From an optimization exercise on the open Yosys and OpenROAD flow, aimed at small area; shortcuts taken in it are not production practice.
Only simulation tests tie the RTL to the original design; equivalence was not proved. No driver is modelled on the clock port, so clocking that relies on it looks cheaper here than on a real chip.

==> run a: inputs <==
==> flow/design.v <==
`default_nettype none
package fault_pkg;
	localparam int LUT_SRC_W  = 8;    
	localparam int BRAM_SRC_W = 7;    
	localparam int ECC_SRC_W  = 2;    
	localparam int LUT_SRC_FETCH    = 7;
	localparam int LUT_SRC_DECODE   = 6;
	localparam int LUT_SRC_EXEC     = 5;
	localparam int LUT_SRC_XC       = 4;
	localparam int LUT_SRC_IMEM_IF  = 3;
	localparam int LUT_SRC_DMEM_IF  = 2;
	localparam int LUT_SRC_DMA      = 1;
	localparam int LUT_SRC_DRAMCTRL = 0;
	localparam int BRAM_SRC_DECODE    = 6;
	localparam int BRAM_SRC_EXEC      = 5;
	localparam int BRAM_SRC_XC        = 4;
	localparam int BRAM_SRC_ITLB_TAG  = 3;
	localparam int BRAM_SRC_ITLB_DATA = 2;
	localparam int BRAM_SRC_DTLB_TAG  = 1;
	localparam int BRAM_SRC_DTLB_DATA = 0;
	localparam int ECC_SRC_DECODE = 1;
	localparam int ECC_SRC_XC     = 0;
endpackage
`default_nettype wire
`default_nettype none
package trace_pkg;
	typedef struct packed {
		logic [31:0] inst;       
		logic [31:0] ex_res;     
		logic [29:0] pc;         
		logic [5:0]  tid;        
		logic        annul;
		logic        replay;
		logic        icmiss;     
		logic        dma_mode;
	} trace_record_t;
	localparam int FR_DEPTH = 32;           
	localparam int FR_LAG   = 24;           
	localparam int FR_DELAY = FR_LAG + 2;
endpackage
`default_nettype wire
`timescale 1ns/1ns
`default_nettype none
module sticky_fault_flag #(
	parameter int WIDTH = fault_pkg::LUT_SRC_W
) (
	input  logic             clk,
	input  logic             rst,
	input  logic [WIDTH-1:0] err,      
	output logic             flag      
);
	logic seen_r;    
	always_ff @(posedge clk) begin
		if (rst) begin
			seen_r <= 1'b0;
			flag   <= 1'b0;
		end
		else begin
			seen_r <= |err;
			flag   <= flag | seen_r;
		end
	end
endmodule
`default_nettype wire
`timescale 1ns/1ns
`default_nettype none
module trace_fifo #(
	parameter int DEPTH = trace_pkg::FR_DELAY
) (
	input  logic                     clk,
	input  trace_pkg::trace_record_t wr_data,
	output trace_pkg::trace_record_t rd_data
);
	localparam int W = $bits(wr_data);
	logic [W-1:0] stage [DEPTH];
	always_ff @(posedge clk) begin
		stage[0] <= wr_data;
		for (int i = 1; i < DEPTH; i++)
			stage[i] <= stage[i-1];
	end
	assign rd_data = stage[DEPTH-1];
endmodule
`default_nettype wire
`timescale 1ns/1ns
`default_nettype none
module flight_recorder (
	input  logic                     clk,
	input  logic                     rst,
	input  trace_pkg::trace_record_t trace_in,
	output trace_pkg::trace_record_t trace_out,
	output logic                     trace_valid
);
	localparam int CW = $clog2(trace_pkg::FR_DELAY + 1);
	logic [CW-1:0] taken;
	always_ff @(posedge clk) begin
		if (rst)
			taken <= '0;
		else if (taken != CW'(trace_pkg::FR_DELAY))
			taken <= taken + 1'b1;
	end
	assign trace_valid = (taken == CW'(trace_pkg::FR_DELAY));
	trace_fifo #(
		.DEPTH(trace_pkg::FR_DELAY)
	) u_fifo (
		.clk    (clk),
		.wr_data(trace_in),
		.rd_data(trace_out)
	);
endmodule
`default_nettype wire
`timescale 1ns/1ns
`default_nettype none
module core_monitor_top (
	input  logic                             clk,
	input  logic                             rst,
	input  logic [fault_pkg::LUT_SRC_W-1:0]  lut_err,
	input  logic [fault_pkg::BRAM_SRC_W-1:0] bram_err,
	input  logic [fault_pkg::ECC_SRC_W-1:0]  ecc_err,
	input  logic                             xc_error_mode,    
	output logic                             luterr,
	output logic                             bramerr,
	output logic                             sb_ecc,
	output logic                             error1_led,
	output logic                             error2_led,
	input  trace_pkg::trace_record_t         trace_in,
	output trace_pkg::trace_record_t         trace_out,
	output logic                             trace_valid
);
	sticky_fault_flag #(.WIDTH(fault_pkg::LUT_SRC_W)) u_lut_flag (
		.clk (clk),
		.rst (rst),
		.err (lut_err),
		.flag(luterr)
	);
	sticky_fault_flag #(.WIDTH(fault_pkg::BRAM_SRC_W)) u_bram_flag (
		.clk (clk),
		.rst (rst),
		.err (bram_err),
		.flag(bramerr)
	);
	sticky_fault_flag #(.WIDTH(fault_pkg::ECC_SRC_W)) u_ecc_flag (
		.clk (clk),
		.rst (rst),
		.err (ecc_err),
		.flag(sb_ecc)
	);
	sticky_fault_flag #(.WIDTH(1)) u_xc_flag (
		.clk (clk),
		.rst (rst),
		.err (xc_error_mode),
		.flag(error1_led)
	);
	assign error2_led = luterr | bramerr | sb_ecc;
	flight_recorder u_recorder (
		.clk        (clk),
		.rst        (rst),
		.trace_in   (trace_in),
		.trace_out  (trace_out),
		.trace_valid(trace_valid)
	);
endmodule
`default_nettype wire
==> flow/run.sh <==
#!/bin/bash
# synth_recipe.tcl (not shown) runs the flow's synth.tcl, then flattens the netlist and writes it again
# the make line also repeats each setting of config.mk as NAME=value (left out here)
make -C /OpenROAD-flow-scripts/flow DESIGN_CONFIG=/design/flow/config.mk WORK_HOME=/design/flow/orfs CLKGATE_MAP_FILE= SYNTH_SCRIPT=/design/flow/synth_recipe.tcl finish
==> flow/config.mk <==
export PLATFORM = sky130hd
export DESIGN_NAME = core_monitor_top
export DESIGN_NICKNAME = core_monitor_top
export VERILOG_FILES = /design/flow/design.v
export SDC_FILE = /design/flow/constraint.sdc
export NUM_CORES = 4
export LEC_CHECK = 0
export CAP_MARGIN = 20
export CORE_MARGIN = 2
export CORE_UTILIZATION = 40
export SLEW_MARGIN = 20
==> flow/constraint.sdc <==
create_clock -name core_clock -period 5.0 [get_ports {clk}]
set_input_delay 1.0000 -clock core_clock [delete_from_list [all_inputs] [get_ports {clk}]]
set_output_delay 1.0000 -clock core_clock [all_outputs]
set_load 0.01 [all_outputs]
==> run b: changes against run a <==
==> flow/flow/run.sh (new file) <==
#!/bin/bash
# The standard layout, with plain buf_1 cells as the port buffers and a
# clock tree without dummy loads and with larger sink clusters.
# make's full output goes to flow.log; ORFS keeps each step's log under orfs/logs.
set -euo pipefail
export BUFFER_PORTS_ARGS="-buffer_cell sky130_fd_sc_hd__buf_1"
export CTS_ARGS="-sink_clustering_enable -repair_clock_nets -dont_use_dummy_load -sink_clustering_size 30 -sink_clustering_max_diameter 80"
bash standard.sh > flow.log 2>&1
==> flow/standard.sh (new file) <==
#!/bin/bash
# synth_recipe.tcl (not shown) runs the flow's synth.tcl, then flattens the netlist and writes it again
# the make line also repeats each setting of config.mk as NAME=value (left out here)
make -C /OpenROAD-flow-scripts/flow DESIGN_CONFIG=/design/flow/config.mk WORK_HOME=/design/flow/orfs CLKGATE_MAP_FILE= SYNTH_SCRIPT=/design/flow/synth_recipe.tcl "${@:-finish}"
- CORE_UTILIZATION: 40 -> 70
- PLACE_DENSITY: default -> 0.8
removed: flow/run.sh
==> run c: changes against run a <==
- CORE_UTILIZATION: 40 -> 70
- PLACE_DENSITY: default -> 0.8
==> reports/qor.yml <==
setup_path:
  max_stage_delay_ns: 0.59
  reg2reg_slack_ns: 3.62
power_and_ir_drop:
  pg_clk_mw: 18.5
grt:
  grt_use_total_pct: 7.56
  grt_busiest_layer: "met1"
floorplan:
  tapCellCount: 1781
  start_util_pct: 40.3
final_layout:
  fin_util_pct: 49.8
route:
  post_drt_wl_per_cell_um: 10.1
  vias_per_cell: 3.24
  vias: 16800
sta:
  period_minus_slack_ns: 3.29
cts:
  clock_latency_ns: 0.81
placed_design:
  dpl_cell_area_sq_um: 59200
outcome:
  status: "timing/DRC/antenna clean"
# the run above: run a

==> reports/qor.yml <==
outcome:
  status: "timing/DRC/antenna clean"
route:
  vias_per_cell: 4.14
  post_drt_wl_per_cell_um: 15.6
  ant_nets: 0
  vias: 17100
placed_design:
  dpl_cell_area_sq_um: 56800
  dp_cells: 4028
grt:
  grt_use_total_pct: 16.0
  grt_busiest_layer: "met2"
  grt_use_met1_pct: 18.4
final_layout:
  fin_util_pct: 76.7
  clkbuf_count: 100
  instances_no_fill: 4129
  multi_input_area_sq_um: 235
floorplan:
  start_util_pct: 70.7
  tapCellCount: 1040
cts:
  clock_latency_ns: 0.68
sta:
  period_minus_slack_ns: 2.83
  clock_skew_ns: 0.0402
setup_path:
  max_stage_delay_ns: 0.43
# the run above: run b

==> reports/qor.yml <==
sta:
  period_minus_slack_ns: 3.34
  relSlewSlack_pct: 28.6
setup_path:
  max_stage_delay_ns: 0.59
  reg2reg_slack_ns: 3.56
floorplan:
  tapCellCount: 1040
  start_util_pct: 70.7
outcome:
  status: "timing/DRC/antenna clean"
route:
  vias_per_cell: 4.27
  vias: 18900
  drtPass1Iterations: 4
min_path:
  hold_path.startpoint: "u_recorder.u_fifo.stage[16][92]"
final_layout:
  fin_util_pct: 84.5
placed_design:
  dpl_cell_area_sq_um: 58300
cts:
  clock_latency_ns: 0.79
grt:
  grt_busiest_layer: "met2"
  grt_use_total_pct: 20.0
power_and_ir_drop:
  pg_clk_mw: 16.7
# the run above: run c

static timing again, ports no longer ideal:
How much do the figures lean on ideal ports? The routed layouts below were timed once more, with nothing changed but the port constraints. Step 1 (the two cells are an assumption about what drives the block):
set clk [get_ports {clk}]
set_driving_cell -lib_cell sky130_fd_sc_hd__clkbuf_16 $clk
set_driving_cell -lib_cell sky130_fd_sc_hd__buf_2 [delete_from_list [all_inputs] $clk]
Step 2 adds t to the input delays and takes it off the output delays; t is the mean of the earliest and latest rising clock arrival at the registers after step 1. Input paths then give back, and output paths get back, about the clock's delay inside the block. Three values: ideal ports, drivers, drivers and shift; two values: the first two.
| run | t, ns | setup WS [ns] | hold slack, ns | worst setup path after step 2 | worst data-port slew with drivers (ns) |
|---|---|---|---|---|---|
| run a | 0.863 | 1.705 / 1.640 / 2.504 | 0.307 / 0.307 / 0.307 | register to output | 0.05 |
| run b | 0.716 | 2.167 / 2.107 / 2.824 | 0.306 / 0.306 / 0.306 | register to output | 0.05 |
| run c | 0.831 | 1.656 / 1.597 / 2.164 | 0.298 / 0.298 / 0.298 | input to register | 0.06 |
After both steps setup and hold are still met in every run listed.
